What follows belongs to an exercise in optimizing a design on an open flow for small area and a short achievable clock period; a production flow would make more cautious choices.
Only simulation tests tie the RTL to the original design; equivalence was not proved.
Power and IR drop assume default switching activity.

--- flow/flow/run.sh ---
#!/bin/bash
# Standard layout (the standard.sh) with two changes:
#  - ADDER_MAP_FILE empty: Yosys does not pre-map full/half adders, so ABC
#    sees and times the whole datapath (registers are untouched)
#  - port buffers use the smallest buffer; repair_design/repair_timing size them
set -euo pipefail
bash standard.sh ADDER_MAP_FILE= 'BUFFER_PORTS_ARGS=-buffer_cell sky130_fd_sc_hd__buf_1' finish > standard.log 2>&1
--- flow/standard.sh ---
#!/bin/bash
# synth_recipe.tcl (not shown) runs the flow's synth.tcl, then flattens the netlist and writes it again
# the make line also repeats each setting of config.mk as NAME=value (left out here)
make -C /OpenROAD-flow-scripts/flow DESIGN_CONFIG=/design/flow/config.mk WORK_HOME=/design/flow/orfs CLKGATE_MAP_FILE= SYNTH_SCRIPT=/design/flow/synth_recipe.tcl "${@:-finish}"
--- flow/config.mk ---
export PLATFORM = sky130hd
export DESIGN_NAME = exe_top
export DESIGN_NICKNAME = exe_top
export VERILOG_FILES = /design/flow/design.v
export SDC_FILE = /design/flow/constraint.sdc
export NUM_CORES = 4
export LEC_CHECK = 0
export ABC_AREA = 1
export CAP_MARGIN = 20
export CORE_MARGIN = 2
export CORE_UTILIZATION = 35
export SETUP_SLACK_MARGIN = 5
export SLEW_MARGIN = 20
--- flow/constraint.sdc ---
create_clock -name core_clock -period 10.0 [get_ports {clk}]
set_input_delay 2.0000 -clock core_clock [delete_from_list [all_inputs] [get_ports {clk}]]
set_output_delay 2.0000 -clock core_clock [all_outputs]
set_load 0.01 [all_outputs]
--- flow/design.v ---
package exe_pkg;
  localparam int xlen = 64;
endpackage
`timescale 1ns/1ns
module exe_add #(
  parameter int W    = 64,
  parameter int KIND = 0,
  parameter int LOGW = 6
) (
  input  logic [W-1:0] a,
  input  logic [W-1:0] b,
  input  logic         cin,
  output logic [W-1:0] sum,
  output logic         cout,
  output logic [W-1:0] p,
  output logic [W-1:0] g,
  output logic         pall
);
  logic [W-1:0] gg, pp, t;
  always_comb begin
    p  = a ^ b;
    g  = a & b;
    gg = g;
    pp = p;
    gg[0] = g[0] | (p[0] & cin);
    if (KIND == 0) begin
      for (int l = 0; (1 << l) < W; l++)
        for (int i = (2 << l) - 1; i < W; i += (2 << l)) begin
          gg[i] = gg[i] | (pp[i] & gg[i - (1 << l)]);
          pp[i] = pp[i] & pp[i - (1 << l)];
        end
      for (int l = LOGW - 2; l >= 0; l--)
        for (int i = 3 * (1 << l) - 1; i < W; i += (2 << l)) begin
          gg[i] = gg[i] | (pp[i] & gg[i - (1 << l)]);
          pp[i] = pp[i] & pp[i - (1 << l)];
        end
    end else if (KIND == 1) begin
      for (int l = 0; (1 << l) < W; l++)
        for (int i = 0; i < W; i++)
          if ((i >> l) & 1) begin
            gg[i] = gg[i] | (pp[i] & gg[((i >> l) << l) - 1]);
            pp[i] = pp[i] & pp[((i >> l) << l) - 1];
          end
    end else begin
      for (int l = 0; (1 << l) < W; l++) begin
        t = gg;
        for (int i = W - 1; i >= (1 << l); i--) begin
          gg[i] = gg[i] | (pp[i] & t[i - (1 << l)]);
          pp[i] = pp[i] & pp[i - (1 << l)];
        end
      end
    end
    sum  = p ^ {gg[W-2:0], cin};
    cout = gg[W-1];
    pall = &p;
  end
endmodule
`timescale 1ns/1ns
module exe_top (
  input  logic        clk,
  input  logic        arst_n,
  input  logic        insn_valid,
  input  logic [63:0] insn_pc,
  input  logic [31:0] insn_word,
  input  logic [63:0] insn_imm,
  input  logic [63:0] insn_src1,
  input  logic [63:0] insn_src2,
  input  logic [4:0]  insn_rd,
  output logic        wb_valid,
  output logic [4:0]  wb_rd,
  output logic [63:0] wb_data,
  output logic        wb_long,
  output logic        redirect_valid,
  output logic [63:0] redirect_target,
  output logic        mem_valid,
  output logic [63:0] mem_addr,
  output logic [63:0] mem_data,
  output logic [3:0]  mem_op,
  output logic [4:0]  mem_rd
);
  localparam int AKIND = 0;
  logic [63:0] expect_pc;
  logic [63:0] res_q;
  logic [63:0] data_q;
  logic [4:0]  rd_q;
  logic [3:0]  op_q;
  logic [6:0] opc;
  logic [2:0] f3;
  logic [6:0] f7;
  assign opc = insn_word[6:0];
  assign f3  = insn_word[14:12];
  assign f7  = insn_word[31:25];
  logic q11, f7z, f7a, f6z, f6a;
  assign q11 = opc[1:0] == 2'b11;
  assign f7z = f7 == 7'b0000000;
  assign f7a = f7 == 7'b0100000;
  assign f6z = f7[6:1] == 6'b000000;
  assign f6a = f7[6:1] == 6'b010000;
  logic c_op, c_opimm, c_op32, c_opimm32, c_auipc, c_branch, c_jal, c_jalr, c_load, c_store;
  assign c_op      = q11 && opc[6:2] == 5'b01100;
  assign c_opimm   = q11 && opc[6:2] == 5'b00100;
  assign c_op32    = q11 && opc[6:2] == 5'b01110;
  assign c_opimm32 = q11 && opc[6:2] == 5'b00110;
  assign c_auipc   = q11 && opc[6:2] == 5'b00101;
  assign c_branch  = q11 && opc[6:2] == 5'b11000;
  assign c_jalr    = q11 && opc[6:2] == 5'b11001;
  assign c_jal     = q11 && opc[6:2] == 5'b11011;
  assign c_load    = q11 && opc[6:2] == 5'b00000;
  assign c_store   = q11 && opc[6:2] == 5'b01000;
  logic ok_op, ok_opimm, ok_op32, ok_opimm32;
  assign ok_op      = f7z || (f7a && (f3 == 3'd0 || f3 == 3'd5));
  assign ok_opimm   = (f3 == 3'd1) ? f6z : (f3 == 3'd5) ? (f6z || f6a) : 1'b1;
  assign ok_op32    = (f7z && (f3 == 3'd0 || f3 == 3'd1 || f3 == 3'd5)) ||
                      (f7a && (f3 == 3'd0 || f3 == 3'd5));
  assign ok_opimm32 = (f3 == 3'd0) || (f3 == 3'd1 && f7z) || (f3 == 3'd5 && (f7z || f7a));
  logic is_wb, is_mem, is_br, is_jmp;
  assign is_wb  = (c_op && ok_op) || (c_opimm && ok_opimm) || (c_op32 && ok_op32) ||
                  (c_opimm32 && ok_opimm32) || c_auipc || c_jal || (c_jalr && f3 == 3'd0);
  assign is_mem = (c_load && f3 != 3'd7) || (c_store && !f3[2]);
  assign is_br  = c_branch && (f3[2] || !f3[1]);
  assign is_jmp = c_jal || (c_jalr && f3 == 3'd0);
  logic use_src2, use_pc, word, sub, left, arith;
  assign use_src2 = opc[5] && opc[4];
  assign use_pc   = (opc[6] ^ opc[2]) || (opc[6] && opc[3]);
  assign word     = opc[3] && !opc[6];
  assign sub      = opc[5] && opc[4] && insn_word[30];
  assign left     = !f3[2];
  assign arith    = insn_word[30];
  logic [63:0] a, b, bx, sum, ap, ag;
  logic        cout_unused;
  assign a  = use_pc ? expect_pc : insn_src1;
  assign b  = use_src2 ? insn_src2 : insn_imm;
  assign bx = b ^ {64{sub}};
  exe_add #(.W(64), .KIND(AKIND)) add_a (.a(a), .b(bx), .cin(sub), .sum(sum), .cout(cout_unused), .p(ap), .g(ag), .pall());
  logic [63:0] cb;
  logic geu_c, ltu, lts, eq, cond;
  assign cb   = opc[5] ? insn_src2 : insn_imm;
  exe_add #(.W(64), .KIND(AKIND)) cmp_b (.a(insn_src1), .b(~cb), .cin(1'b1), .sum(), .cout(geu_c), .p(), .g(), .pall(eq));
  assign ltu  = !geu_c;
  assign lts  = (insn_src1[63] ^ cb[63]) ? insn_src1[63] : ltu;
  assign cond = f3[2] ? ((f3[1] ? ltu : lts) ^ f3[0]) : (eq ^ f3[0]);
  logic [63:0] a_prep, sh_in, sh_out;
  logic [5:0]  amt;
  logic        fill;
  assign a_prep = word ? {{32{arith && insn_src1[31]}}, insn_src1[31:0]} : insn_src1;
  always_comb for (int i = 0; i < 64; i++) sh_in[i] = left ? a_prep[63-i] : a_prep[i];
  assign fill = arith && !left && a_prep[63];
  assign amt  = {b[5] && !word, b[4:0]};
  always_comb begin
    logic [63:0] t;
    t = sh_in;
    for (int k = 0; k < 6; k++)
      for (int i = 0; i < 64; i++)
        if (amt[k]) t[i] = (i + (1 << k) < 64) ? t[i + (1 << k)] : fill;
    sh_out = t;
  end
  logic [63:0] link;
  logic [3:0] grp_all, grp_cin;
  always_comb begin
    for (int j = 0; j < 4; j++) begin
      grp_all[j] = 1'b1;
      for (int k = 0; k < 16; k++)
        if (16*j + k >= 2) grp_all[j] = grp_all[j] & expect_pc[16*j + k];
    end
    grp_cin[0] = 1'b1;
    for (int j = 1; j < 4; j++) grp_cin[j] = grp_cin[j-1] & grp_all[j-1];
    link[1:0] = expect_pc[1:0];
    for (int j = 0; j < 4; j++) begin
      logic c;
      c = grp_cin[j];
      for (int k = 0; k < 16; k++)
        if (16*j + k >= 2) begin
          link[16*j + k] = expect_pc[16*j + k] ^ c;
          c = c & expect_pc[16*j + k];
        end
    end
  end
  logic s_link, s_sum, s_sll, s_slt, s_srl, s_px, s_ga;
  assign s_link = opc[2] && opc[6];
  assign s_sum  = (opc[2] && !opc[6]) || (!opc[2] && (!opc[4] || f3 == 3'd0));
  assign s_sll  = !opc[2] && opc[4] && f3 == 3'd1;
  assign s_slt  = !opc[2] && opc[4] && f3[2:1] == 2'b01;
  assign s_srl  = !opc[2] && opc[4] && f3 == 3'd5;
  assign s_px   = !opc[2] && opc[4] && (f3 == 3'd4 || f3 == 3'd6);
  assign s_ga   = !opc[2] && opc[4] && f3[2:1] == 2'b11;
  logic [63:0] r;
  always_comb begin
    for (int i = 0; i < 64; i++)
      r[i] = (s_link && link[i]) || (s_sum && sum[i]) ||
             (s_sll && sh_out[63-i]) || (s_srl && sh_out[i]) ||
             (s_px && ap[i]) || (s_ga && ag[i]);
    r[0] = r[0] || (s_slt && (f3[0] ? ltu : lts));
  end
  logic accept, take;
  assign accept = insn_valid && insn_pc == expect_pc;
  assign take   = is_jmp || (is_br && cond);
  logic n_hold, n_link, n_tgt, jalr_sel;
  logic [63:0] nxt_pc;
  assign n_hold   = !accept;
  assign n_link   = accept && !take;
  assign n_tgt    = accept && take;
  assign jalr_sel = opc[2] && !opc[3];
  always_comb begin
    for (int i = 0; i < 64; i++)
      nxt_pc[i] = (n_hold && expect_pc[i]) || (n_link && link[i]) || (n_tgt && sum[i]);
    nxt_pc[0] = (n_hold && expect_pc[0]) || (n_link && link[0]) || (n_tgt && sum[0] && !jalr_sel);
  end
  always_ff @(posedge clk or negedge arst_n) begin
    if (!arst_n) begin
      expect_pc      <= 64'd0;
      wb_valid       <= 1'b0;
      redirect_valid <= 1'b0;
      mem_valid      <= 1'b0;
    end else begin
      wb_valid       <= accept && is_wb;
      redirect_valid <= accept && take;
      mem_valid      <= accept && is_mem;
      expect_pc      <= nxt_pc;
    end
  end
  always_ff @(posedge clk) begin
    res_q  <= word ? {{32{r[31]}}, r[31:0]} : r;
    data_q <= opc[5] ? insn_src2 : 64'd0;
    rd_q   <= (opc[5] && !opc[4] && !opc[6]) ? 5'd0 : insn_rd;
    op_q   <= {(!opc[6] && !opc[4] && !opc[2]) ? opc[5] : !word, f3};
  end
  assign wb_rd           = rd_q;
  assign wb_data         = res_q;
  assign wb_long         = op_q[3];
  assign redirect_target = expect_pc;
  assign mem_addr        = res_q;
  assign mem_data        = data_q;
  assign mem_op          = op_q;
  assign mem_rd          = rd_q;
endmodule
==> metrics.cfg, run 1 <==
[status]
status=finished clean

[power]
switching_power_mw=1.79
comb_power_share_pct=47.4
powerDensity_nw_per_um2=129
swShare_pct=45.9
clkPwrFrac_pct=28.9
intPower_mw=2.11
peakVddDrop_mv=0.150
power.share.sequential_pct=23.7
leakagePower_nw=14.4

[setup_path]
reg2reg_depth=21
endpoint=res_q[13]
worst-path-stages=18
r2r_slack_ns=5.34
crit_path_start_kind=primary input
worstSetupEndpointType=flip-flop
cpMaxStageDelayCell=a31oi_1
r2r_start=expect_pc[3]
crit_chain=clkbuf_16 -> nand2_8 -> buf_12 -> inv_12 -> nand2_4 -> o21ai_4 -> buf_12 -> buf_4 -> inv_8 -> nand2_1 -> o21ai_1 -> o21ai_0 -> o21ai_0 -> mux2i_1 -> o21ai_0 -> nand2_1 -> a31oi_1 -> o2111ai_1
arrival_ns=5.51
cp_top_family=compound AO/OA/AOI/OAI gates
path_common_cell=o21ai_0
max_stage_delay_ns=0.52
cp.buffers_inverters=6
crit_type=primary input to flip-flop
required_ns=10.43
rr_endpoint=res_q[45]
critPathLaunch=insn_word[5]
critPathMaxFanout=25

[die]
dieArea_um2=70400
die_width_um=265
ioPinCount=570
coreArea_um2=67400
rows=95
die_y_um=265
initial_core_util_pct=35.5

[logic_synthesis]
synth_edf_count=0
yosysWarnings=2
ys_seq_area_share_pct=18.5
postSynthCellCount=4230
syn_nets=4526
synth_flop_cell=dfxtp_1
avgSynthCellArea_um2=5.65
ys_ff_latch=204
synth-async-reset-ratio_pct=32.8
yosysUniqueCellTypes=63
syn-cell-area_um2=23900

[sta]
finalSetupTns_ns=0
tightest_slew_ns=1.08
max_freq_mhz=197
finalHoldViolations=0
min_period_ns=5.08
relSlewSlack_pct=28.0
rsz0062_at_grt=true
clock-skew-final_ns=0.0501
setup_viol_count_final=0
slew_viol_final=0
worst_slack_ns=4.92
fin_crit_sh_pct=50.8

[layout]
layout.cells.most_common=nand2_1
mostFrequentLayoutCells=nand2_1 (1369), buf_1 (543), inv_1 (467)
multi_input_area_um2=17500
fillers=7391
drive_above_1_share_pct=12.8
regArea_um2=4420
final_nets=5021
area_delta_synth_final_pct=26.8
instances_no_fill=5630

[routing]
dr_total_vias=33300
wl_um=153000
drt_iter0_markers=4638
drtPass1Iterations=6
routed_via_density=5.91
drc=0
drt.antenna.violating_nets=0
avgRoutedWirePerCell_um=27.2

[global_route]
grt_max_degree=78
grtUsageTotal_pct=40.1
overflow=0
grt_pass1_wl_um=205000
grt_antenna_before_repair=13
grt_pass1_vias=29300

[placement]
gp_congestion=1.08
place_ws_ns=2.60
port_buffers=554
dp.cells=5432
place_hpwl_um=113000

[hold_path]
min_path_type=flip-flop to flip-flop
holdPathStages=2

[clock_network]
clock-sinks=204
cts_buffers=28
cts-hold-fix-buffers=0
clock_insertion_delay_worst_skew_ns=0.64
h-tree-depth=1
path_clk_slew_ns=0.07
root_buffer=clkbuf_16
clockBufferDepth=3
cts_tree=built

[run]
drv_cap=0

layout make-up:
cell class	count	share of cell area [%]
timing repair inverter	3	0.111
sequential	204	14.6
tap	873	3.60
antenna	11	0.0908
multi-input combinational	3274	57.7
timing repair buffer	711	14.0
clock inverter	11	0.347
clock buffer	40	2.97
inverter	503	6.61
power by group through the flow:
stage / sequential (mW) / clock, mW / combinational, mW
5_1_grt: 0.934 / 1.15 / 1.95
4_1_cts: 0.927 / 1.12 / 1.62
3_3_place_gp: 0.942 / 0 / 1.51
3_5_place_dp: 0.942 / 0 / 1.51
6_report: 0.926 / 1.13 / 1.85
2_1_floorplan: 0.975 / 0 / 0.967
worst min-delay path, delay by kind of cell (launching register included):
kind | cells | cell delay [ns]
flops | 1 | 0.41
compound gates | 1 | 0.07
simple gates | 1 | 0.06
flip-flops by register name (all words and copies together) (netlist names):
signal / cells
mem_valid: 1
redirect_valid: 1
rd_q: 5
wb_valid: 1
res_q: 64
op_q: 4
data_q: 64
expect_pc: 64
cells in the mapped netlist (6+ instances only):
library cell	instances	area, µm²
a21oi_1	132	661
clkinv_1	8	30.0
inv_1	481	1810
nor3_1	54	270
a21o_1	8	60.1
dfxtp_1	137	2740
mux2i_1	47	470
nand4_1	85	532
o221ai_1	62	543
buf_2	30	150
clkbuf_1	108	405
o22ai_1	56	350
o21ai_2	11	96.3
o211ai_1	51	383
a211oi_1	7	52.6
o21ai_1	34	170
buf_4	88	661
nor4_1	32	200
xor2_1	72	631
a21boi_0	6	45.0
o2111ai_1	19	166
nor2_1	287	1080
inv_2	13	48.8
nand2_2	23	144
nor2_2	7	43.8
nand2_1	1411	5300
a221oi_1	8	70.1
o21ai_0	430	2150
nand3_1	191	956
buf_6	13	146
buf_1	23	86.3
a31oi_1	14	87.6
dfrtp_1	67	1680
xnor2_1	64	561
or2_2	81	507
worst min path at each step:
stage	from	to	slack [ns]
after detailed placement	expect_pc[0]	expect_pc[0]	0.55
final	expect_pc[0]	expect_pc[0]	0.58
after global placement	expect_pc[0]	expect_pc[0]	0.55
after CTS	expect_pc[0]	expect_pc[0]	0.57
after global routing	expect_pc[0]	expect_pc[0]	0.60
after floorplan	expect_pc[0]	expect_pc[0]	0.55
through the flow:
| stage | power (mW) | hold slack [ns] | cell area (µm²) | util (%) |
|---|---|---|---|---|
| 6_report | 3.90 | 0.581 | 30300 | 45.0 |
| 3_5_place_dp | 2.46 | 0.551 | 25900 | 38.5 |
| 2_1_floorplan | 1.94 | 0.555 | 23900 | - |
| 5_1_grt | 4.03 | 0.601 | 30300 | 45.0 |
| 4_1_cts | 3.67 | 0.566 | 28300 | 42.1 |
| 3_3_place_gp | 2.46 | 0.554 | 25900 | 38.5 |
cell families (layout without fill, tap and decap cells):
group	Yosys count	count (layout)	synth area share [%]
AND/OR/NAND/NOR	2205	2219	38.9
AO/OA/AOI/OAI	869	872	21.4
buffers and inverters	769	1268	14.3
flip-flops	204	204	18.5
XOR/XNOR	136	136	4.98
multiplexers	47	47	1.97
other	0	11	0
metal layers:
layer,part of all wire (%),routed length [µm],track usage (%),vias to the layer above
met5,0.030,46,0,-
met4,9.3,14300,29.8,8
met2,42,64100,61.4,2354
met3,13,19500,10.4,629
met1,36,55400,48.5,15400
li1,-,-,-,14900
what timing repair did:
action	in CTS	in global routing
pin swaps	14	74
gates cloned	25	24
setup endpoints to repair	129	127
resized for setup	222	290
setup buffers	24	63
==> run 2, diff against run 1 <==
==> flow/flow/run.sh (replaced) <==
#!/bin/bash
# Standard layout (the standard.sh) with these changes:
#  - ADDER_MAP_FILE empty: Yosys does not pre-map full/half adders, so ABC
#    sees and times the whole datapath (registers are untouched)
#  - repair_timing aims for 6 ns of setup slack, on the worst path only
#    (TNS_END_PERCENT 0 in config.mk)
#  - port buffers use the smallest buffer; repair_design/repair_timing size them
set -euo pipefail
bash standard.sh ADDER_MAP_FILE= SETUP_SLACK_MARGIN=6 'BUFFER_PORTS_ARGS=-buffer_cell sky130_fd_sc_hd__buf_1' finish > standard.log 2>&1
--- a/flow/config.mk
+++ b/flow/config.mk
@@ -12,2 +12,3 @@
 export SETUP_SLACK_MARGIN = 5
 export SLEW_MARGIN = 20
+export TNS_END_PERCENT = 0
==> run 2 against run 1 <==
  * Count of clock-buffer cells in the layout decreased by 13
  * Clock power is essentially flat
  * Via count rose by 0.48%
  * Global-route usage up 2.4 points
  * Register-to-register slack improved by 0.06 ns
  * Fmax up 2.8%
  * Critical path type unchanged
  * Largest cell class unchanged
  * Highest routed layer unchanged
==> metrics.cfg, run 2 <==
[setup_path]
crit_type=primary input to flip-flop
rr_endpoint=res_q[45]
r2r_slack_ns=5.40  ; +0.06 ns
arrival_ns=5.42  ; -0.09 ns
reg2reg_depth=21  ; unchanged
required_ns=10.47  ; +0.04 ns
worstSetupEndpointType=flip-flop
critPathMaxFanout=8  ; -68%
r2r_start=expect_pc[3]
crit_path_start_kind=primary input

[layout]
regArea_um2=4420  ; unchanged
area_delta_synth_final_pct=29.3
layout.cells.most_common=nand2_1
final_nets=5061  ; +0.80%
final_design_area_no_fill_um2=30900  ; +2.0%
multi_input_area_um2=17900  ; +2.4%
fillers=7453  ; +0.84%
top_regs=data_q (64), expect_pc (64), res_q (64)
drive_above_1_share_pct=16.0  ; +3.3 points
mostFrequentLayoutCells=nand2_1 (1341), buf_1 (540), inv_1 (462)

[logic_synthesis]
synth_area_leaders=nand2_1 (22%), dfxtp_1 (11%), o21ai_0 (9.0%), inv_1 (7.6%), dfrtp_1 (7.0%)
yosysTopAreaCell=nand2_1
postSynthCellCount=4230  ; unchanged
syn_nets=4526  ; unchanged
synth_common_cells=nand2_1 (1411), inv_1 (481), o21ai_0 (430)
avgSynthCellArea_um2=5.65  ; unchanged
synth_edf_count=0  ; unchanged
yosysMostFrequentCell=nand2_1
yosysUniqueCellTypes=63  ; unchanged
netlist.area_leader.share_pct=22.2  ; unchanged
ys_seq_area_share_pct=18.5  ; unchanged
synth_flop_cell=dfxtp_1
ys_ff_latch=204  ; unchanged
synth-async-reset-ratio_pct=32.8  ; unchanged
syn-cell-area_um2=23900  ; unchanged
yosysWarnings=2  ; unchanged

[sta]
clock-skew-final_ns=0.0296  ; -0.0204 ns
finalHoldViolations=0  ; unchanged
min_period_ns=4.94  ; -0.139 ns
max_freq_mhz=202  ; +2.8%
finalSetupTns_ns=0  ; unchanged
rsz0062_at_grt=true
fin_crit_sh_pct=49.4  ; -1.4 points
tightest_slew_ns=1.14  ; +0.0578 ns
relSlewSlack_pct=23.4  ; -4.6 points
setup_viol_count_final=0  ; unchanged
slew_viol_final=0  ; unchanged

[power]
leakagePower_nw=14.6  ; +1.4%
peakVddDrop_mv=0.151  ; +0.55%
powerDensity_nw_per_um2=128  ; -0.19%

[hold_path]
holdPathStages=2  ; unchanged
hold_start=expect_pc[56]
min_path_type=flip-flop to flip-flop
hold_end=expect_pc[56]

[routing]
drt_iter0_markers=4346  ; -6.3%
routed_via_density=5.91  ; about the same
avgRoutedWirePerCell_um=27.6  ; +1.4%
drtPass1Iterations=8  ; +2
wl_um=156000  ; +2.0%
drt.antenna.violating_nets=0  ; unchanged
drc=0  ; unchanged
dr_total_vias=33500  ; +0.48%

[clock_network]
clockBufferDepth=3  ; unchanged
h-tree-depth=1  ; unchanged
clock-sinks=204  ; unchanged
cts_buffers=27  ; -3.6%
clock_insertion_delay_worst_skew_ns=0.64  ; about the same
root_buffer=clkbuf_16
cts-hold-fix-buffers=0  ; unchanged
path_clk_slew_ns=0.06  ; about the same
cts_tree=built

[global_route]
grt_pass1_wl_um=216000  ; +5.6%
grt_antenna_before_repair=11  ; -2
overflow=0  ; unchanged
grt_pass1_vias=30900  ; +5.4%
grtUsageTotal_pct=42.6  ; +2.4 points
grt_max_degree=68  ; -13%

[die]
rows=95  ; unchanged
initial_core_util_pct=35.5  ; unchanged
coreArea_um2=67400  ; unchanged
dieArea_um2=70400  ; unchanged
ioPinCount=570  ; unchanged
die_width_um=265  ; unchanged
die_y_um=265  ; unchanged

[placement]
gp_congestion=1.05  ; -3.4%
dpl_cell_area_um2=26000  ; +0.36%
place_hpwl_um=116000  ; +2.2%
port_buffers=554  ; unchanged

[run]
drv_cap=0  ; unchanged

[status]
status=finished clean

## run 2: cell counts after synthesis
No cell type changed its count.
## run 2: where the power goes
group          leakage (nW)  total (mW)  internal, mW  switching [mW]
logic                  12.3        1.94         0.615            1.33
clock network         0.460        1.11         0.609           0.497
registers              1.83       0.927         0.891          0.0366
total                  14.6        3.97          2.11            1.86
## run 2: worst max-delay path by stage
stage	slack [ns]	endpoint	start
3_3_place_gp	2.54	res_q[41]	insn_word[5]
5_1_grt	5.10	res_q[55]	insn_word[6]
4_1_cts	5.42	expect_pc[60]	insn_word[5]
6_report	5.06	res_q[11]	insn_src1[31]
3_5_place_dp	2.46	res_q[42]	insn_word[6]
2_1_floorplan	5.46	res_q[45]	insn_word[2]
## run 2: cell families (layout without fill, tap and decap cells)
logic type                after synthesis  in the layout  synth area share [%]
AOI/OAI and AO/OA                     869            870                  21.4
xor gates and xnor gates              136            136                  4.98
buffers and inverters                 769           1311                  14.3
DFF                                   204            204                  18.5
muxes                                  47             47                  1.97
other                                   0              3                     0
and+or+nand+nor                      2205           2218                  38.9
## run 2: through the flow
| stage | cells | setup slack (ns) | hold slack, ns | power [mW] | utilization, % |
|---|---|---|---|---|---|
| after floorplan | 4230 | 5.46 | 0.553 | 1.95 | - |
| after global placement | 5426 | 2.54 | 0.560 | 2.47 | 38.6 |
| after detailed placement | 5426 | 2.46 | 0.569 | 2.47 | 38.6 |
| after CTS | 5632 | 5.42 | 0.584 | 3.84 | 44.8 |
| after global routing | 5659 | 5.10 | 0.611 | 4.11 | 45.9 |
| final | 5662 | 5.06 | 0.597 | 3.97 | 45.9 |
## run 2: area by class of cell
class | count | area share (%)
Timing Repair inverter | 8 | 0.194
Tap cell | 873 | 3.53
Timing Repair Buffer | 750 | 14.5
Clock buffer | 27 | 2.18
Multi-Input combinational cell | 3271 | 58.0
Inverter | 503 | 6.45
Antenna cell | 3 | 0.0243
Clock inverter | 23 | 0.866
Sequential cell | 204 | 14.3
## run 2: timing repair
| item | CTS | global route |
|---|---|---|
| gates resized for setup | 505 | 152 |
| endpoints found under the setup margin | 131 | 131 |
| pin swaps | 111 | 73 |
| setup buffers | 111 | 23 |
| cloned | 45 | 3 |
## run 2: routing by layer
| layer | GRT usage [%] | share of wire, % | up-vias |
|---|---|---|---|
| met5 | 0 | 0.010 | - |
| met4 | 31.7 | 9.3 | 4 |
| li1 | - | - | 15000 |
| met1 | 51.4 | 36 | 15600 |
| met3 | 12.0 | 13 | 608 |
| met2 | 64.3 | 42 | 2279 |
## run 2: critical path: stages
cell,delay [ns]
buf_1,0.10
buf_6,0.18
inv_2,0.10
o21ai_4,0.19
buf_4,0.17
clkbuf_16,0.17
o21ai_0,0.11
o21ai_1,0.29
mux2i_2,0.19
or2_2,0.30
o21ai_1,0.11
nand2_1,0.08
nand2_1,0.16
nor2_1,0.06
o311ai_1,0.47
o21ai_2,0.26
o2111ai_1,0.46
==> run 3, diff against run 2 <==
--- a/flow/config.mk
+++ b/flow/config.mk
@@ -10,4 +10,5 @@
 export CORE_MARGIN = 2
 export CORE_UTILIZATION = 35
+export PLACE_DENSITY = 0.75
 export SETUP_SLACK_MARGIN = 5
 export SLEW_MARGIN = 20
==> run 3 against run 2 <==
  * Sequential power up 0.4%
  * First-iteration DRC count up 8.2%
  * Count of clock-buffer cells in the layout up 10
  * Setup slack worse by 0.16 ns
  * Highest routed layer unchanged
  * Sequential share of layout area up 0.81 points
  * Fmax down 3.1%
  * Global-route usage down 2.7 points
  * Hold slack better by 0.0028 ns
  * Still clean on timing, DRC and antenna
  * Core utilization down 2.5 points
  * Die area unchanged
  * Cell area down 5.4%
==> metrics.cfg, run 3 <==
[global_route]
met3_usage_pct=11.2  ; -0.80 points
grt_pass1_wl_um=204000  ; -5.6%
met1_usage_pct=47.6  ; -3.9 points
grt-busiest-layer=met2
grt_antenna_before_repair=17  ; +6
grtUsageMet2_pct=60.1  ; -4.3 points
overflow=0  ; unchanged
grtUsageTotal_pct=39.9  ; -2.7 points
grt_max_degree=101  ; +49%
grt_pass1_vias=30000  ; -3.1%

[setup_path]
r2r_slack_ns=5.24  ; -0.16 ns
crit_path_start_kind=primary input
path_common_cell=nand2_1
rr_endpoint=res_q[45]
reg2reg_depth=21  ; unchanged
r2r_start=expect_pc[3]
required_ns=10.56  ; +0.09 ns
arrival_ns=5.66  ; +0.24 ns
cpMaxStageDelayCell=o22ai_1
cp.buffers_inverters=4  ; -1
worst-path-stages=21  ; +4
crit_type=primary input to flip-flop
cp_top_family=compound AO/OA/AOI/OAI gates
worstSetupEndpointType=flip-flop
max_stage_delay_ns=0.67  ; +0.20 ns
crit_chain=clkbuf_16 -> inv_4 -> o21ai_4 -> buf_4 -> o21ai_0 -> inv_1 -> nand2_1 -> o21a_1 -> nand2_1 -> o21ai_1 -> nand2_1 -> nand2_1 -> o21ai_0 -> nand2_1 -> o21ai_0 -> o21ai_0 -> o22ai_1 -> nand2_1 -> nand4_1 -> o21ai_1 -> nand2_1
critPathMaxFanout=26  ; +18

[sta]
finalHoldViolations=0  ; unchanged
worst_slack_ns=4.90  ; -0.158 ns
clock-skew-final_ns=0.0433  ; +0.0137 ns
setup_viol_count_final=0  ; unchanged
max_freq_mhz=196  ; -3.1%
tightest_slew_ns=1.06  ; -0.0732 ns
fin_crit_sh_pct=51.0  ; +1.6 points
rsz0062_at_grt=true
relSlewSlack_pct=28.3  ; +4.8 points
slew_viol_final=0  ; unchanged
finalSetupTns_ns=0  ; unchanged
min_period_ns=5.10  ; +0.158 ns

[status]
status=finished clean

[power]
intPower_mw=2.04  ; -3.6%
comb_power_share_pct=46.7  ; -2.1 points
finalPower_mw=3.74  ; -5.8%
peakVddDrop_mv=0.161  ; +6.5%
switching_power_mw=1.71  ; -8.2%
leakagePower_nw=13.9  ; -4.7%
power.share.sequential_pct=24.9  ; +1.6 points
swShare_pct=45.6  ; -1.2 points
powerDensity_nw_per_um2=128  ; -0.43%
clkPwrFrac_pct=28.4  ; +0.6 points

[routing]
routed_via_density=5.98  ; +1.2%
avgRoutedWirePerCell_um=26.6  ; -3.7%
wl_um=149000  ; -4.9%
drtPass1Iterations=10  ; +2
dr_total_vias=33400  ; -0.15%
drt.antenna.violating_nets=0  ; unchanged
drt_iter0_markers=4702  ; +8.2%
drc=0  ; unchanged

[logic_synthesis]
postSynthCellCount=4230  ; unchanged
avgSynthCellArea_um2=5.65  ; unchanged
syn_nets=4526  ; unchanged
yosysWarnings=2  ; unchanged
synth_edf_count=0  ; unchanged
yosysUniqueCellTypes=63  ; unchanged
yosysMostFrequentCell=nand2_1
yosysTopAreaCell=nand2_1
ys_seq_area_share_pct=18.5  ; unchanged
ys_ff_latch=204  ; unchanged
synth_common_cells=nand2_1 (1411), inv_1 (481), o21ai_0 (430)
synth-async-reset-ratio_pct=32.8  ; unchanged
synth_flop_cell=dfxtp_1
syn-cell-area_um2=23900  ; unchanged
netlist.area_leader.share_pct=22.2  ; unchanged
synth_area_leaders=nand2_1 (22%), dfxtp_1 (11%), o21ai_0 (9.0%), inv_1 (7.6%), dfrtp_1 (7.0%)

[layout]
mostFrequentLayoutCells=nand2_1 (1380), buf_1 (543), inv_1 (469)
final_util_pct=43.4  ; -2.5 points
area_delta_synth_final_pct=22.4
top_regs=data_q (64), expect_pc (64), res_q (64)
multi_input_area_um2=17100  ; -4.5%
regArea_um2=4420  ; unchanged
final_nets=4981  ; -1.6%
layout.cells.most_common=nand2_1
drive_above_1_share_pct=10.8  ; -5.3 points
fillers=7344  ; -1.5%

[die]
dieArea_um2=70400  ; unchanged
ioPinCount=570  ; unchanged
coreArea_um2=67400  ; unchanged
die_y_um=265  ; unchanged
rows=95  ; unchanged
initial_core_util_pct=35.5  ; unchanged
die_width_um=265  ; unchanged

[clock_network]
root_buffer=clkbuf_16
clock-sinks=204  ; unchanged
path_clk_slew_ns=0.06  ; about the same
clockBufferDepth=3  ; unchanged
cts_buffers=27  ; unchanged
h-tree-depth=1  ; unchanged
cts-hold-fix-buffers=0  ; unchanged
cts_tree=built
clock_insertion_delay_worst_skew_ns=0.62  ; -0.02 ns

[run]
drv_cap=0  ; unchanged

[hold_path]
hold_start=expect_pc[56]
hold_end=expect_pc[56]
min_path_type=flip-flop to flip-flop
holdPathStages=2  ; unchanged

[placement]
place_ws_ns=2.52  ; +0.0647 ns
port_buffers=554  ; unchanged
place_hpwl_um=111000  ; -4.5%
gp_congestion=1.07  ; +2.7%

-- run 3: cell type report --
cell class	instances	share of cell area, %
antenna	11	0.0941
tap	873	3.73
clock buffer	37	2.79
timing repair buffer	673	12.3
multi-input combinational	3270	58.5
clock inverter	12	0.487
inverter	503	6.78
timing repair inverter	6	0.201
sequential	204	15.1
-- run 3: worst max-delay path by stage --
stage	startpoint	end	slack, ns
global placement	insn_word[6]	res_q[55]	2.55
CTS	insn_word[5]	expect_pc[16]	5.11
floorplan	insn_word[2]	res_q[45]	5.46
finish	insn_word[30]	res_q[45]	4.90
detailed placement	insn_word[6]	res_q[61]	2.52
global route	insn_word[5]	expect_pc[54]	4.82
-- run 3: routing by layer --
layer	vias to the layer above	share of wire, %
met2	2606	41
met1	15300	35
met5	-	0.038
met4	10	10
met3	669	13
li1	14800	-
-- run 3: metrics by stage --
stage / std cells / hold WS (ns) / instance area (µm²)
6_report: 5589 / 0.600 / 29300
4_1_cts: 5541 / 0.602 / 28500
5_1_grt: 5585 / 0.656 / 29300
2_1_floorplan: 4230 / 0.553 / 24100
3_3_place_gp: 5427 / 0.575 / 26000
3_5_place_dp: 5427 / 0.588 / 26000
-- run 3: logic make-up after synthesis --
| family | count (synthesis) | synth area share [%] |
|---|---|---|
| and+or+nand+nor | 2205 | 38.9 |
| AOI/OAI and AO/OA | 869 | 21.4 |
| buffers and inverters | 769 | 14.3 |
| DFF | 204 | 18.5 |
| xor gates and xnor gates | 136 | 4.98 |
| muxes | 47 | 1.97 |
-- run 3: timing repair --
| item | in CTS | in global routing |
|---|---|---|
| resized for setup | 195 | 125 |
| endpoints found under the setup margin | 129 | 129 |
| cloned | 25 | 7 |
| buffers inserted | 40 | 30 |
| pin swaps | 26 | 36 |
-- run 3: power groups by stage --
stage | sequential [mW] | clock, mW | combinational [mW]
after floorplan | 0.975 | 0 | 0.976
after global placement | 0.947 | 0 | 1.49
after detailed placement | 0.948 | 0 | 1.49
after CTS | 0.933 | 1.07 | 1.60
after global routing | 0.938 | 1.10 | 1.85
final | 0.931 | 1.07 | 1.75
-- run 3: worst register-to-register path: stages, from the launching register on --
cell and delay [ns]:
dfrtp_1 0.83, nand3_1 0.24, nor2_1 0.19, nand4_1 0.13, nor2_1 0.15, nand4_1 0.18
nor2_1 0.18, nand4_2 0.36, inv_1 0.34, nand4_1 0.27, nor2_1 0.28, inv_2 0.07
nor2_1 0.16, nand4_1 0.27, nor2_1 0.21, nand2_1 0.14, inv_2 0.09, nand2_1 0.09
nand3_1 0.11, nand4_1 0.08, o21ai_1 0.23, nand2_1 0.09
==> run 4, diff against run 3 <==
--- a/flow/design.v
+++ b/flow/design.v
@@ -131,5 +131,5 @@
   assign a  = use_pc ? expect_pc : insn_src1;
   assign b  = use_src2 ? insn_src2 : insn_imm;
-  assign bx = b ^ {64{sub}};
+  assign bx = use_src2 ? (insn_src2 ^ {64{insn_word[30]}}) : insn_imm;
   exe_add #(.W(64), .KIND(AKIND)) add_a (.a(a), .b(bx), .cin(sub), .sum(sum), .cout(cout_unused), .p(ap), .g(ag), .pall());
   logic [63:0] cb;
==> run 4 against run 3 <==
  * Sequential cell count unchanged
  * Fmax up 1.6%
  * Cell count down 2.1%
  * Wire length down 5.1%
  * Critical endpoint is now res_q[1]
  * Critical path depth down 4
  * Global-route usage down 1.3 points
  * Area after synthesis down 1.3%
  * Highest routed layer unchanged
  * Die area down 1.2%
==> metrics.cfg, run 4 <==
[routing]
drtPass1Iterations=14  ; +4
routed_via_density=5.88  ; -1.6%
drt_iter0_markers=4334  ; -7.8%
avgRoutedWirePerCell_um=25.8  ; -3.0%
drc=0  ; unchanged
drt.antenna.violating_nets=0  ; unchanged
wl_um=141000  ; -5.1%
dr_total_vias=32200  ; -3.7%

[logic_synthesis]
synth_common_cells=nand2_1 (1266), inv_1 (422), o21ai_0 (388)
ys_ff_latch=204  ; unchanged
syn-cell-area_um2=23600  ; -1.3%
yosysMostFrequentCell=nand2_1
syn_nets=4409  ; -2.6%
synth_flop_cell=dfxtp_1
netlist.area_leader.share_pct=20.1  ; -2.0 points
yosysUniqueCellTypes=66  ; +4.8%
yosysWarnings=2  ; unchanged
avgSynthCellArea_um2=5.74  ; +1.5%
synth_edf_count=0  ; unchanged
ys_seq_area_share_pct=18.7  ; +0.24 points
synth-async-reset-ratio_pct=32.8  ; unchanged
synth_area_leaders=nand2_1 (20%), dfxtp_1 (12%), o21ai_0 (8.2%), dfrtp_1 (7.1%), inv_1 (6.7%)
postSynthCellCount=4113  ; -2.8%
yosysTopAreaCell=nand2_1

[sta]
finalSetupTns_ns=0  ; unchanged
finalHoldViolations=0  ; unchanged
setup_viol_count_final=0  ; unchanged
slew_viol_final=0  ; unchanged
relSlewSlack_pct=44.6  ; +16 points
fin_crit_sh_pct=50.2  ; -0.79 points
min_period_ns=5.02  ; -0.0791 ns
rsz0062_at_grt=true
tightest_slew_ns=0.831  ; -0.234 ns
clock-skew-final_ns=0.0178  ; -0.0255 ns
max_freq_mhz=199  ; +1.6%

[clock_network]
clock-sinks=204  ; unchanged
clock_insertion_delay_worst_skew_ns=0.60  ; -0.02 ns
cts_tree=built
path_clk_slew_ns=0.07  ; about the same
root_buffer=clkbuf_16
h-tree-depth=1  ; unchanged
clockBufferDepth=3  ; unchanged
cts_buffers=27  ; unchanged

[hold_path]
hold_end=expect_pc[42]
holdPathStages=2  ; unchanged
min_path_type=flip-flop to flip-flop
hold_start=expect_pc[42]

[status]
status=finished clean

[layout]
top_regs=data_q (64), expect_pc (64), res_q (64)
drive_above_1_share_pct=12.6  ; +1.9 points
final_util_pct=43.7  ; +0.25 points
area_delta_synth_final_pct=23.8
regArea_um2=4420  ; unchanged
layout.cells.most_common=nand2_1
final_nets=4867  ; -2.3%
fillers=7212  ; -1.8%
multi_input_area_um2=17200  ; +0.48%
mostFrequentLayoutCells=nand2_1 (1227), buf_1 (545), inv_1 (413)

[setup_path]
r2r_start=expect_pc[4]
critPathLaunch=insn_word[3]
r2r_slack_ns=5.18  ; -0.06 ns
crit_type=primary input to flip-flop
rr_endpoint=res_q[40]
arrival_ns=5.45  ; -0.21 ns
reg2reg_depth=19  ; -9.5%
required_ns=10.43  ; -0.13 ns
worstSetupEndpointType=flip-flop
critPathMaxFanout=22  ; -15%
crit_path_start_kind=primary input

[die]
die_width_um=264  ; -0.63%
die_y_um=264  ; -0.63%
coreArea_um2=66900  ; -0.71%
dieArea_um2=69500  ; -1.2%
ioPinCount=570  ; unchanged
initial_core_util_pct=35.3  ; -0.20 points
rows=95  ; unchanged

[global_route]
grt_max_degree=90  ; -11%
grt_pass1_vias=29600  ; -1.3%
overflow=0  ; unchanged
grt_antenna_before_repair=14  ; -3
grt_pass1_wl_um=198000  ; -3.0%
grtUsageTotal_pct=38.6  ; -1.3 points

[run]
drv_cap=0  ; unchanged

[power]
finalPower_mw=3.72  ; -0.67%
leakagePower_nw=13.1  ; -6.0%
peakVddDrop_mv=0.129  ; -20%
powerDensity_nw_per_um2=127  ; -0.53%

[placement]
port_buffers=554  ; unchanged
place_hpwl_um=106000  ; -3.8%
gp_congestion=1.08  ; +0.28%

[run 4: changes by cell type in the layout (fill, tap and decap cells not counted), sizes merged, moves of 29 or more]
cell | before | now
nand2 | 1448 | 1289
o211ai | 51 | 82
nand3 | 196 | 234
a21oi | 137 | 174
inv | 494 | 458
nor2 | 294 | 323
[run 4: worst max-delay path by stage]
| stage | to | slack (ns) | cells past startpoint |
|---|---|---|---|
| finish | res_q[1] | 4.98 | 17 |
| global route | expect_pc[51] | 4.94 | 27 |
| CTS | expect_pc[60] | 5.22 | 26 |
| detailed placement | expect_pc[44] | 2.26 | 22 |
| global placement | expect_pc[44] | 2.29 | 22 |
| floorplan | res_q[63] | 5.36 | 31 |
[run 4: stage by stage]
step / hold WS (ns) / cell area (µm²) / setup slack (ns) / std cells
after CTS: 0.624 / 28700 / 5.22 / 5442
final: 0.631 / 29200 / 4.98 / 5469
after detailed placement: 0.610 / 25700 / 2.26 / 5316
after global routing: 0.655 / 29200 / 4.94 / 5466
after floorplan: 0.596 / 23700 / 5.36 / 4113
after global placement: 0.604 / 25700 / 2.29 / 5316
[run 4: kinds of logic after synthesis]
logic type | Yosys count | synth area share [%]
AND/OR/NAND/NOR | 2091 | 37.5
AO/OA/AOI/OAI | 897 | 22.4
buffers and inverters | 728 | 13.9
flip-flops | 204 | 18.7
XOR/XNOR | 139 | 5.22
multiplexers | 54 | 2.29
[run 4: per-layer routing]
metal	vias to the layer above	routed length, µm	GRT usage [%]
met5	-	110	0
met4	16	15300	33.3
met3	706	16100	9.83
met2	2258	59600	59.2
met1	14700	50000	44.8
li1	14500	-	-
[run 4: area by class of cell]
cell class                 instances  area share [%]
antenna                            4          0.0342
clock buffer                      33            2.56
clock inverter                    17           0.505
inverter                         459            6.17
multi-input combinational       3188            58.8
sequential                       204            15.1
tap                              873            3.74
timing repair buffer             687            12.9
timing repair inverter             4           0.111
[run 4: power breakdown]
part	internal, mW	switching (mW)
Sequential	0.893	0.0392
Clock	0.566	0.453
Combinational	0.544	1.22
Total	2.00	1.72
[run 4: timing repair]
action | in CTS | in global routing
endpoints found under the hold margin | 0 | 0
setup endpoints to repair | 129 | 130
buffers inserted | 55 | 19
gates cloned | 21 | 4
hold buffers | 0 | 0
gates resized for setup | 356 | 111
pin swaps | 53 | 40
[run 4: critical path, stage by stage]
cell	delay, ns
buf_4	0.14
inv_4	0.06
nor2_4	0.13
buf_4	0.16
bufbuf_16	0.41
o21ai_1	0.11
or2_2	0.29
o21ai_0	0.19
mux2i_1	0.19
mux2i_1	0.35
o21ai_0	0.16
mux2i_1	0.23
nand2_1	0.10
nand3_1	0.28
o21ai_2	0.15
o221a_2	0.27
o21ai_0	0.22
==> run 5, diff against run 4 <==
--- a/flow/config.mk
+++ b/flow/config.mk
@@ -10,5 +10,5 @@
 export CORE_MARGIN = 2
 export CORE_UTILIZATION = 35
-export PLACE_DENSITY = 0.75
+export PLACE_DENSITY = 0.85
 export SETUP_SLACK_MARGIN = 5
 export SLEW_MARGIN = 20
==> run 5 against run 4 <==
  * Still clean
  * Combinational power grew 5%
  * Total power grew 2.8%
  * Cell area grew 4.0%
  * Core utilization grew 1.7 points
  * Setup slack gained 0.0092 ns
  * Sequential cell count is the same
  * Clock power is essentially flat
  * Sequential share of layout area shrank 0.58 points
  * Count of clock-buffer cells in the layout grew 4
  * Largest power group unchanged
==> metrics.cfg, run 5 <==
[status]
status=finished clean

[setup_path]
required_ns=10.44  ; about the same
critPathLaunch=insn_word[5]
crit_chain=buf_16 -> clkinv_16 -> buf_16 -> buf_12 -> a21oi_1 -> nor2_1 -> nor2_1 -> nand3_1 -> nor2_2 -> nand4_1 -> nor3_2 -> a21oi_4 -> a21oi_2 -> nand2_1 -> nand2_1 -> nand3_2 -> nand2_8 -> nor2_4 -> buf_12 -> clkbuf_16 -> nand3_1 -> o221ai_2
crit_path_start_kind=primary input
arrival_ns=5.45  ; about the same
rr_endpoint=res_q[40]
r2r_slack_ns=5.45  ; +0.27 ns
max_stage_delay_ns=0.35  ; -0.06 ns
reg2reg_depth=20  ; +1
endpoint=expect_pc[40]
cpMaxStageDelayCell=nor3_2
worstSetupEndpointType=flip-flop
r2r_start=expect_pc[4]
crit_type=primary input to flip-flop
critPathMaxFanout=9  ; -59%

[logic_synthesis]
ys_ff_latch=204  ; unchanged
avgSynthCellArea_um2=5.74  ; unchanged
yosysUniqueCellTypes=66  ; unchanged
yosysTopAreaCell=nand2_1
ys_seq_area_share_pct=18.7  ; unchanged
yosysMostFrequentCell=nand2_1
synth-async-reset-ratio_pct=32.8  ; unchanged
syn-cell-area_um2=23600  ; unchanged
synth_common_cells=nand2_1 (1266), inv_1 (422), o21ai_0 (388)
syn_nets=4409  ; unchanged
netlist.area_leader.share_pct=20.1  ; unchanged
yosysWarnings=2  ; unchanged
synth_flop_cell=dfxtp_1
synth_edf_count=0  ; unchanged
synth_area_leaders=nand2_1 (20%), dfxtp_1 (12%), o21ai_0 (8.2%), dfrtp_1 (7.1%), inv_1 (6.7%)
postSynthCellCount=4113  ; unchanged

[sta]
clock-skew-final_ns=0.0244  ; +0.00662 ns
tightest_slew_ns=0.887  ; +0.0558 ns
rsz0062_at_grt=true
finalHoldViolations=0  ; unchanged
setup_viol_count_final=0  ; unchanged
finalSetupTns_ns=0  ; unchanged
fin_crit_sh_pct=50.1  ; -0.092 points
max_freq_mhz=199  ; +0.18%
slew_viol_final=0  ; unchanged
min_period_ns=5.01  ; -0.00918 ns
relSlewSlack_pct=40.9  ; -3.7 points

[routing]
drt.antenna.violating_nets=0  ; unchanged
drt_iter0_markers=4366  ; +0.74%
dr_total_vias=32900  ; +2.4%
routed_via_density=5.98  ; +1.7%
drtPass1Iterations=10  ; -4
drc=0  ; unchanged
avgRoutedWirePerCell_um=27.3  ; +5.6%
wl_um=150000  ; +6.3%

[die]
ioPinCount=570  ; unchanged
die_y_um=264  ; unchanged
die_width_um=264  ; unchanged
initial_core_util_pct=35.3  ; unchanged
coreArea_um2=66900  ; unchanged
dieArea_um2=69500  ; unchanged
rows=95  ; unchanged

[global_route]
grt_pass1_vias=30400  ; +2.8%
grt_max_degree=90  ; unchanged
grtUsageTotal_pct=40.2  ; +1.7 points
overflow=0  ; unchanged
grt_pass1_wl_um=206000  ; +3.7%
grt_antenna_before_repair=11  ; -3

[clock_network]
path_clk_slew_ns=0.06  ; about the same
cts-hold-fix-buffers=0  ; unchanged
cts_buffers=26  ; -3.7%
cts_tree=built
h-tree-depth=1  ; unchanged
clock_insertion_delay_worst_skew_ns=0.60  ; about the same
root_buffer=clkbuf_16
clock-sinks=204  ; unchanged
clockBufferDepth=3  ; unchanged

[layout]
mostFrequentLayoutCells=nand2_1 (1205), buf_1 (546), inv_1 (406)
final_nets=4905  ; +0.78%
layout.cells.most_common=nand2_1
drive_above_1_share_pct=15.2  ; +2.5 points
top_regs=data_q (64), expect_pc (64), res_q (64)
area_delta_synth_final_pct=28.7

[hold_path]
min_path_type=flip-flop to flip-flop
holdPathStages=2  ; unchanged

[run]
drv_cap=0  ; unchanged

[placement]
gp_congestion=1.08  ; about the same
place_hpwl_um=109000  ; +2.5%
port_buffers=554  ; unchanged

[power]
powerDensity_nw_per_um2=126  ; -1.2%
peakVddDrop_mv=0.141  ; +8.9%
leakagePower_nw=13.5  ; +3.4%
finalPower_mw=3.82  ; +2.8%

## run 5: layer usage
layer | global-route usage [%] | wire length, µm
met1 | 46.7 | 52600
met2 | 62.1 | 62700
met3 | 10.4 | 18300
met4 | 33.8 | 16300
met5 | 0 | 76
## run 5: area by class of cell
| type | count | area, µm² |
|---|---|---|
| tap | 873 | 1090 |
| inverter | 459 | 1830 |
| clock inverter | 11 | 111 |
| antenna | 3 | 7.51 |
| clock buffer | 37 | 774 |
| sequential | 204 | 4420 |
| timing repair inverter | 5 | 58.8 |
| timing repair buffer | 715 | 4240 |
| fill | 6979 | 36500 |
| multi-input combinational | 3198 | 17900 |
## run 5: kinds of logic (layout without fill, tap and decap cells)
kind of cell	Yosys count	count (layout)	synth area share, %
flops	204	204	18.7
mux	54	54	2.29
buf+inv	728	1227	13.9
xor+xnor	139	139	5.22
other cells	0	3	0
simple gates	2091	2108	37.5
compound gates	897	897	22.4
## run 5: worst min path at each step
stage / startpoint / endpoint / slack, ns
3_5_place_dp: expect_pc[25] / expect_pc[25] / 0.58
6_report: expect_pc[25] / expect_pc[25] / 0.60
4_1_cts: expect_pc[25] / expect_pc[25] / 0.60
2_1_floorplan: expect_pc[42] / expect_pc[42] / 0.60
3_3_place_gp: expect_pc[25] / expect_pc[25] / 0.59
5_1_grt: expect_pc[25] / expect_pc[25] / 0.64
## run 5: through the flow
step | util, % | instance area [µm²] | hold WS [ns] | worst slack [ns] | std cells
detailed placement | 38.4 | 25700 | 0.582 | 2.07 | 5314
global route | 45.4 | 30400 | 0.638 | 4.93 | 5502
global placement | 38.4 | 25700 | 0.586 | 2.07 | 5314
floorplan | - | 23700 | 0.596 | 5.36 | 4113
finish | 45.4 | 30400 | 0.601 | 4.99 | 5505
CTS | 43.3 | 29000 | 0.597 | 5.21 | 5455
## run 5: power by group
group	switching, mW	total, mW	internal (mW)
Clock	0.456	1.03	0.571
Combinational	1.28	1.86	0.578
Sequential	0.0413	0.934	0.892
Total	1.78	3.82	2.04
## run 5: timing repair
item | CTS | global route
endpoints found under the setup margin | 135 | 131
resized for setup | 375 | 232
pin swaps | 53 | 90
setup buffers | 65 | 34
cloned | 28 | 13
## run 5: critical path: cells and delay by family
family / cells / cell delay, ns
AOI/OAI and AO/OA: 4 / 0.65
buffers and inverters: 6 / 0.96
and+or+nand+nor: 12 / 1.76
==> run 6, diff against run 5 <==
--- a/flow/config.mk
+++ b/flow/config.mk
@@ -9,6 +9,6 @@
 export CAP_MARGIN = 20
 export CORE_MARGIN = 2
-export CORE_UTILIZATION = 35
-export PLACE_DENSITY = 0.85
+export CORE_UTILIZATION = 45
+export PLACE_DENSITY = 0.75
 export SETUP_SLACK_MARGIN = 5
 export SLEW_MARGIN = 20
==> run 6 against run 5 <==
  * Fmax decreased by 1.6%
  * Total power is 1.3% lower
  * Clock skew grew 0.018 ns
  * Highest routed layer unchanged
==> metrics.cfg, run 6 <==
[routing]
wl_um=139000  ; -7.4%
drt_iter0_markers=5322  ; +22%
avgRoutedWirePerCell_um=26.3  ; -3.4%
drc=0  ; unchanged
drtPass1Iterations=13  ; +3
drt.antenna.violating_nets=0  ; unchanged
dr_total_vias=32900  ; -0.14%
routed_via_density=6.23  ; +4.2%

[placement]
port_buffers=554  ; unchanged
place_hpwl_um=103000  ; -5.3%
gp_congestion=1.09  ; +1.4%

[power]
powerDensity_nw_per_um2=129  ; +2.9%
intPower_mw=2.05  ; +0.60%
leakagePower_nw=13.2  ; -2.5%
power.share.sequential_pct=24.6  ; +0.2 points
switching_power_mw=1.72  ; -3.4%
swShare_pct=45.6  ; -1.0 points
finalPower_mw=3.77  ; -1.3%
clkPwrFrac_pct=28.0  ; +1.1 points
peakVddDrop_mv=0.116  ; -17%
comb_power_share_pct=47.4  ; -1.3 points

[sta]
slew_viol_final=0  ; unchanged
clock-skew-final_ns=0.0425  ; +0.0181 ns
tightest_slew_ns=1.15  ; +0.262 ns
max_freq_mhz=196  ; -1.6%
finalHoldViolations=0  ; unchanged
setup_viol_count_final=0  ; unchanged
rsz0062_at_grt=true
relSlewSlack_pct=23.4  ; -17 points
fin_crit_sh_pct=51.0  ; +0.81 points
min_period_ns=5.10  ; +0.0807 ns
finalSetupTns_ns=0  ; unchanged

[logic_synthesis]
yosysUniqueCellTypes=66  ; unchanged
ys_ff_latch=204  ; unchanged
netlist.area_leader.share_pct=20.1  ; unchanged
synth_common_cells=nand2_1 (1266), inv_1 (422), o21ai_0 (388)
ys_seq_area_share_pct=18.7  ; unchanged
postSynthCellCount=4113  ; unchanged
synth-async-reset-ratio_pct=32.8  ; unchanged
synth_edf_count=0  ; unchanged
syn_nets=4409  ; unchanged
yosysTopAreaCell=nand2_1
yosysMostFrequentCell=nand2_1
avgSynthCellArea_um2=5.74  ; unchanged
synth_area_leaders=nand2_1 (20%), dfxtp_1 (12%), o21ai_0 (8.2%), dfrtp_1 (7.1%), inv_1 (6.7%)
syn-cell-area_um2=23600  ; unchanged
yosysWarnings=2  ; unchanged
synth_flop_cell=dfxtp_1

[die]
die_width_um=233  ; -12%
die_y_um=233  ; -12%
rows=83  ; -13%
dieArea_um2=54300  ; -22%
ioPinCount=570  ; unchanged
initial_core_util_pct=45.7  ; +10 points
coreArea_um2=51600  ; -23%

[setup_path]
critPathMaxFanout=10  ; +1
crit_type=primary input to flip-flop
required_ns=10.43  ; about the same
arrival_ns=5.53  ; +0.08 ns
worstSetupEndpointType=flip-flop
crit_path_start_kind=primary input

[clock_network]
clock-sinks=204  ; unchanged
cts_buffers=26  ; unchanged
clock_insertion_delay_worst_skew_ns=0.61  ; about the same
path_clk_slew_ns=0.07  ; about the same
clockBufferDepth=3  ; unchanged
root_buffer=clkbuf_16
h-tree-depth=1  ; unchanged
cts_tree=built
cts-hold-fix-buffers=0  ; unchanged

[layout]
area_delta_synth_final_pct=23.5
multi_input_area_um2=17200  ; -3.8%
layout.cells.most_common=nand2_1
top_regs=data_q (64), expect_pc (64), res_q (64)
drive_above_1_share_pct=12.7  ; -2.5 points
regArea_um2=4420  ; unchanged
final_util_pct=56.5  ; +11 points
mostFrequentLayoutCells=nand2_1 (1214), buf_1 (542), inv_1 (410)
fillers=5264  ; -25%
final_nets=4869  ; -0.73%

[global_route]
grt_max_degree=90  ; unchanged
overflow=0  ; unchanged
grt_pass1_vias=29400  ; -3.3%
grt_pass1_wl_um=193000  ; -6.0%
grt_antenna_before_repair=12  ; +1
grtUsageTotal_pct=48.9  ; +8.6 points

[hold_path]
min_path_type=flip-flop to flip-flop

[status]
status=finished clean

[run]
drv_cap=0  ; unchanged

run 6: cell counts after synthesis:
No cell type changed its count.
run 6: cells by family after synthesis:
family                    synth area share [%]
buffers and inverters                     13.9
DFF                                       18.7
and+or+nand+nor                           37.5
muxes                                     2.29
AOI/OAI and AO/OA                         22.4
xor gates and xnor gates                  5.22
run 6: routing by layer:
metal  track usage [%]  vias up  wire [µm]
met4              38.5       14      14100
met1              58.5    14900      48700
met3              16.1      764      20200
li1                  -    14500          -
met5                 0        -         92
met2              71.6     2663      55900
run 6: worst max-delay path, stage by stage:
cell      delay [ns]
buf_1           0.51
a21oi_1         0.12
nor3_2          0.25
nand4_1         0.29
nor3_1          0.23
nand4_1         0.42
nor3_2          0.36
a21oi_2         0.11
a21oi_2         0.17
nand2_1         0.08
nand2_1         0.08
nand3_2         0.09
nand2_4         0.13
nor2_4          0.06
buf_12          0.16
buf_12          0.12
buf_16          0.14
nand3_1         0.08
o221ai_1        0.11
run 6: cell type report:
| cell class | count | share of cell area [%] |
|---|---|---|
| Timing Repair Buffer | 688 | 13.3 |
| Clock buffer | 35 | 2.63 |
| Multi-Input combinational cell | 3188 | 59.0 |
| Tap cell | 680 | 2.92 |
| Timing Repair inverter | 6 | 0.185 |
| Clock inverter | 13 | 0.575 |
| Sequential cell | 204 | 15.2 |
| Inverter | 459 | 6.18 |
| Antenna cell | 5 | 0.0429 |
run 6: what timing repair did:
item	CTS	global route
gates resized for setup	338	111
setup buffers	54	23
endpoints found under the setup margin	129	130
cloned	29	2
pin swaps	61	40
hold endpoints to repair	0	0
run 6: power by group through the flow:
stage | clock network (mW) | registers (mW) | logic, mW
after floorplan | 0 | 0.978 | 0.974
after global placement | 0 | 0.942 | 1.49
after detailed placement | 0 | 0.944 | 1.49
after CTS | 1.05 | 0.928 | 1.65
after global routing | 1.08 | 0.936 | 1.88
final | 1.06 | 0.928 | 1.79
run 6: stage by stage:
stage          instances  setup WS, ns  area (µm²)  hold WS, ns
2_1_floorplan       4113          5.36       23700        0.596
3_3_place_gp        5117          2.61       25400        0.591
3_5_place_dp        5117          2.55       25400        0.595
4_1_cts             5248          5.24       28500        0.610
5_1_grt             5274          4.97       29100        0.635
6_report            5278          4.90       29100        0.628
run 6: path summary, 6_finish.rpt:
check / startpoint / endpoint / slack (ns) / cells after the start
setup / recovery: insn_src1[6] / expect_pc[37] / 4.90 / 19
hold / removal: expect_pc[27] / expect_pc[27] / 0.63 / 2
setup reg to reg: expect_pc[5] / res_q[40] / 5.38 / 19
max in group asynchronous: arst_n / expect_pc[59] / 7.60 / 2
min in group asynchronous: arst_n / redirect_valid / 1.20 / 1
hold reg to reg: expect_pc[27] / expect_pc[27] / 0.63 / 2
==> run 7, diff against run 6 <==
--- a/flow/flow/run.sh
+++ b/flow/flow/run.sh
@@ -5,5 +5,6 @@
 #  - repair_timing aims for 6 ns of setup slack, on the worst path only
 #    (TNS_END_PERCENT 0 in config.mk)
+#  - MATCH_CELL_FOOTPRINT 0: repair may resize a cell to a wider footprint
 #  - port buffers use the smallest buffer; repair_design/repair_timing size them
 set -euo pipefail
-bash standard.sh ADDER_MAP_FILE= SETUP_SLACK_MARGIN=6 'BUFFER_PORTS_ARGS=-buffer_cell sky130_fd_sc_hd__buf_1' finish > standard.log 2>&1
+bash standard.sh ADDER_MAP_FILE= SETUP_SLACK_MARGIN=6 MATCH_CELL_FOOTPRINT=0 'BUFFER_PORTS_ARGS=-buffer_cell sky130_fd_sc_hd__buf_1' finish > standard.log 2>&1
--- a/flow/config.mk
+++ b/flow/config.mk
@@ -9,5 +9,5 @@
 export CAP_MARGIN = 20
 export CORE_MARGIN = 2
-export CORE_UTILIZATION = 45
+export CORE_UTILIZATION = 35
 export PLACE_DENSITY = 0.75
 export SETUP_SLACK_MARGIN = 5
==> run 7 against run 6 <==
  * Still clean on timing, DRC and antenna
  * Via count decreased by 0.71%
  * Synthesized cell count unchanged
  * Wire length increased by 5.2%
  * Combinational power increased by 4%
  * Register-to-register slack improved by 0.24 ns
  * Critical path type unchanged
==> metrics.cfg, run 7 <==
[status]
status=finished clean

[power]
powerDensity_nw_per_um2=126  ; -2.5%
leakagePower_nw=13.5  ; +2.2%
peakVddDrop_mv=0.130  ; +12%

[logic_synthesis]
yosysTopAreaCell=nand2_1
ys_seq_area_share_pct=18.7  ; unchanged
netlist.area_leader.share_pct=20.1  ; unchanged
synth_common_cells=nand2_1 (1266), inv_1 (422), o21ai_0 (388)
syn-cell-area_um2=23600  ; unchanged
yosysWarnings=2  ; unchanged
ys_ff_latch=204  ; unchanged
postSynthCellCount=4113  ; unchanged
synth_edf_count=0  ; unchanged
synth_area_leaders=nand2_1 (20%), dfxtp_1 (12%), o21ai_0 (8.2%), dfrtp_1 (7.1%), inv_1 (6.7%)
synth-async-reset-ratio_pct=32.8  ; unchanged
synth_flop_cell=dfxtp_1
avgSynthCellArea_um2=5.74  ; unchanged
syn_nets=4409  ; unchanged
yosysMostFrequentCell=nand2_1
yosysUniqueCellTypes=66  ; unchanged

[hold_path]
min_path_type=flip-flop to flip-flop
holdPathStages=2  ; unchanged

[clock_network]
root_buffer=clkbuf_16
clock_insertion_delay_worst_skew_ns=0.60  ; about the same
clockBufferDepth=3  ; unchanged
path_clk_slew_ns=0.07  ; about the same
cts-hold-fix-buffers=0  ; unchanged
h-tree-depth=1  ; unchanged
cts_tree=built
cts_buffers=27  ; +3.8%
clock-sinks=204  ; unchanged

[routing]
drtPass1Iterations=10  ; -3
avgRoutedWirePerCell_um=26.5  ; +0.64%
routed_via_density=5.92  ; -5.0%
drt_iter0_markers=4590  ; -14%
wl_um=146000  ; +5.2%
dr_total_vias=32600  ; -0.71%
drt.antenna.violating_nets=0  ; unchanged
drc=0  ; unchanged

[setup_path]
cp.buffers_inverters=6  ; +2
max_stage_delay_ns=0.38  ; -0.13 ns
critPathLaunch=insn_word[5]
worstSetupEndpointType=flip-flop
r2r_start=expect_pc[4]
cpMaxStageDelayCell=nor4_4
arrival_ns=5.42  ; -0.11 ns
crit_path_start_kind=primary input
reg2reg_depth=20  ; +1
required_ns=10.49  ; +0.06 ns
endpoint=expect_pc[44]
rr_endpoint=res_q[40]
worst-path-stages=25  ; +6
cp_top_family=simple AND/OR/NAND/NOR gates
critPathMaxFanout=7  ; -3
crit_type=primary input to flip-flop
r2r_slack_ns=5.62  ; +0.24 ns

[sta]
fin_crit_sh_pct=49.3  ; -1.7 points
slew_viol_final=0  ; unchanged
min_period_ns=4.93  ; -0.169 ns
finalHoldViolations=0  ; unchanged
finalSetupTns_ns=0  ; unchanged
rsz0062_at_grt=true
worst_slack_ns=5.07  ; +0.169 ns
max_freq_mhz=203  ; +3.4%
relSlewSlack_pct=42.4  ; +19 points
clock-skew-final_ns=0.0138  ; -0.0287 ns
tightest_slew_ns=0.857  ; -0.291 ns
setup_viol_count_final=0  ; unchanged

[die]
coreArea_um2=66900  ; +30%
ioPinCount=570  ; unchanged
rows=95  ; +14%
die_width_um=264  ; +13%
die_y_um=264  ; +13%
dieArea_um2=69500  ; +28%
initial_core_util_pct=35.3  ; -10 points

[layout]
area_delta_synth_final_pct=28.2
drive_above_1_share_pct=15.4  ; +2.7 points
final_nets=4912  ; +0.88%
top_regs=data_q (64), expect_pc (64), res_q (64)
layout.cells.most_common=nand2_1
mostFrequentLayoutCells=nand2_1 (1204), buf_1 (544), inv_1 (402)
final_util_pct=45.2  ; -11 points

[global_route]
grt_antenna_before_repair=12  ; unchanged
grt_pass1_vias=29600  ; +0.84%
grt_pass1_wl_um=200000  ; +3.7%
overflow=0  ; unchanged
grt_max_degree=90  ; unchanged
grtUsageTotal_pct=39.0  ; -9.8 points

[placement]
gp_congestion=1.08  ; -1.3%
port_buffers=554  ; unchanged
place_ws_ns=2.26  ; -0.292 ns
place_hpwl_um=106000  ; +3.0%

[run]
drv_cap=0  ; unchanged

-- run 7: cell count changes in the layout (fill, tap and decap cells not counted), moves of 9 or more --
cell	before	now
nor2_2	20	29
nor3_2	8	17
nand2_4	8	17
o221ai_1	37	46
nor2_1	294	279
o21ai_2	42	71
nand2_1	1214	1204
a21oi_1	132	123
buf_4	87	107
clkbuf_16	31	50
buf_6	6	16
o21ai_0	280	227
o21ai_1	128	149
-- run 7: layout make-up --
cell class,instances,area [µm²]
antenna,5,12.5
clock buffer,33,749
clock inverter,17,148
fill,7109,36700
inverter,459,1820
multi-input combinational,3190,17700
sequential,204,4420
tap,873,1090
timing repair buffer,728,4280
timing repair inverter,6,67.6
-- run 7: worst min path at each step --
stage | start | to | slack, ns
5_1_grt | expect_pc[42] | expect_pc[42] | 0.65
4_1_cts | expect_pc[42] | expect_pc[42] | 0.63
3_5_place_dp | expect_pc[42] | expect_pc[42] | 0.61
2_1_floorplan | expect_pc[42] | expect_pc[42] | 0.60
6_report | expect_pc[42] | expect_pc[42] | 0.63
3_3_place_gp | expect_pc[42] | expect_pc[42] | 0.60
-- run 7: logic make-up after synthesis --
family                    count (synthesis)  share of synthesized area [%]
AOI/OAI and AO/OA                       897                           22.4
and+or+nand+nor                        2091                           37.5
xor gates and xnor gates                139                           5.22
muxes                                    54                           2.29
buffers and inverters                   728                           13.9
DFF                                     204                           18.7
-- run 7: what timing repair did --
item / in CTS / in global routing
pin swaps: 52 / 89
setup endpoints to repair: 129 / 129
cloned: 26 / 14
gates resized for setup: 406 / 252
buffers inserted: 62 / 42
-- run 7: stage by stage --
stage	hold slack, ns	total power, mW	instance area (µm²)	cells
6_report	0.633	3.82	30300	5515
5_1_grt	0.655	3.95	30300	5512
4_1_cts	0.626	3.64	28900	5454
3_5_place_dp	0.610	2.45	25700	5316
3_3_place_gp	0.604	2.45	25700	5316
2_1_floorplan	0.596	1.95	23700	4113
-- run 7: worst register-to-register path: stages (launching register included) --
cell	delay, ns
dfrtp_1	0.67
nand3_2	0.20
nor2_1	0.28
nand4_2	0.20
nor2_2	0.24
nand4_2	0.17
nor2_2	0.22
nand4_1	0.11
buf_4	0.21
nor2_1	0.24
nand4_2	0.17
nor2_1	0.23
nand3_2	0.14
nor2_1	0.17
inv_1	0.09
nor2_1	0.13
inv_1	0.09
nand3_1	0.12
o211ai_1	0.12
o31ai_2	0.37
nand2_1	0.09
-- run 7: report_power, final --
| part | total, mW | internal (mW) | switching [mW] |
|---|---|---|---|
| clock network | 1.02 | 0.566 | 0.457 |
| logic | 1.87 | 0.585 | 1.28 |
| registers | 0.932 | 0.892 | 0.0393 |
-- run 7: per-layer routing --
layer,track usage [%],vias up,routed length [µm]
li1,-,14600,-
met1,45.9,15100,51400
met2,59.9,2327,62400
met3,9.61,645,17400
met4,33.0,12,14800
met5,0,-,80

## port drivers added, routing unchanged
In the flow no input, the clock included, has a driving cell. The finished layouts below were timed again as built, in two steps. Step 1 sets driving cells, clkbuf_16 on the clock port and buf_2 on the other inputs (assumed; they add their load-dependent delay and slew). Step 2 also shifts input and output timing later by t, the mid clock arrival at the registers, as if the neighbouring blocks saw the same clock. Three values: ideal, step 1, step 2; two values: the first two.
| run | t, ns | setup WS [ns] |
|---|---|---|
| run 1 | 0.678 | 4.916 / 4.846 / 4.168 |
| run 2 | 0.700 | 5.055 / 4.968 / 4.268 |
| run 3 | 0.670 | 4.897 / 4.821 / 4.150 |
| run 4 | 0.657 | 4.976 / 4.917 / 4.261 |
| run 5 | 0.649 | 4.985 / 4.684 / 4.035 |
| run 6 | 0.651 | 4.905 / 4.802 / 4.150 |
| run 7 | 0.659 | 5.074 / 4.960 / 4.301 |
After both steps every run listed still meets setup and hold.
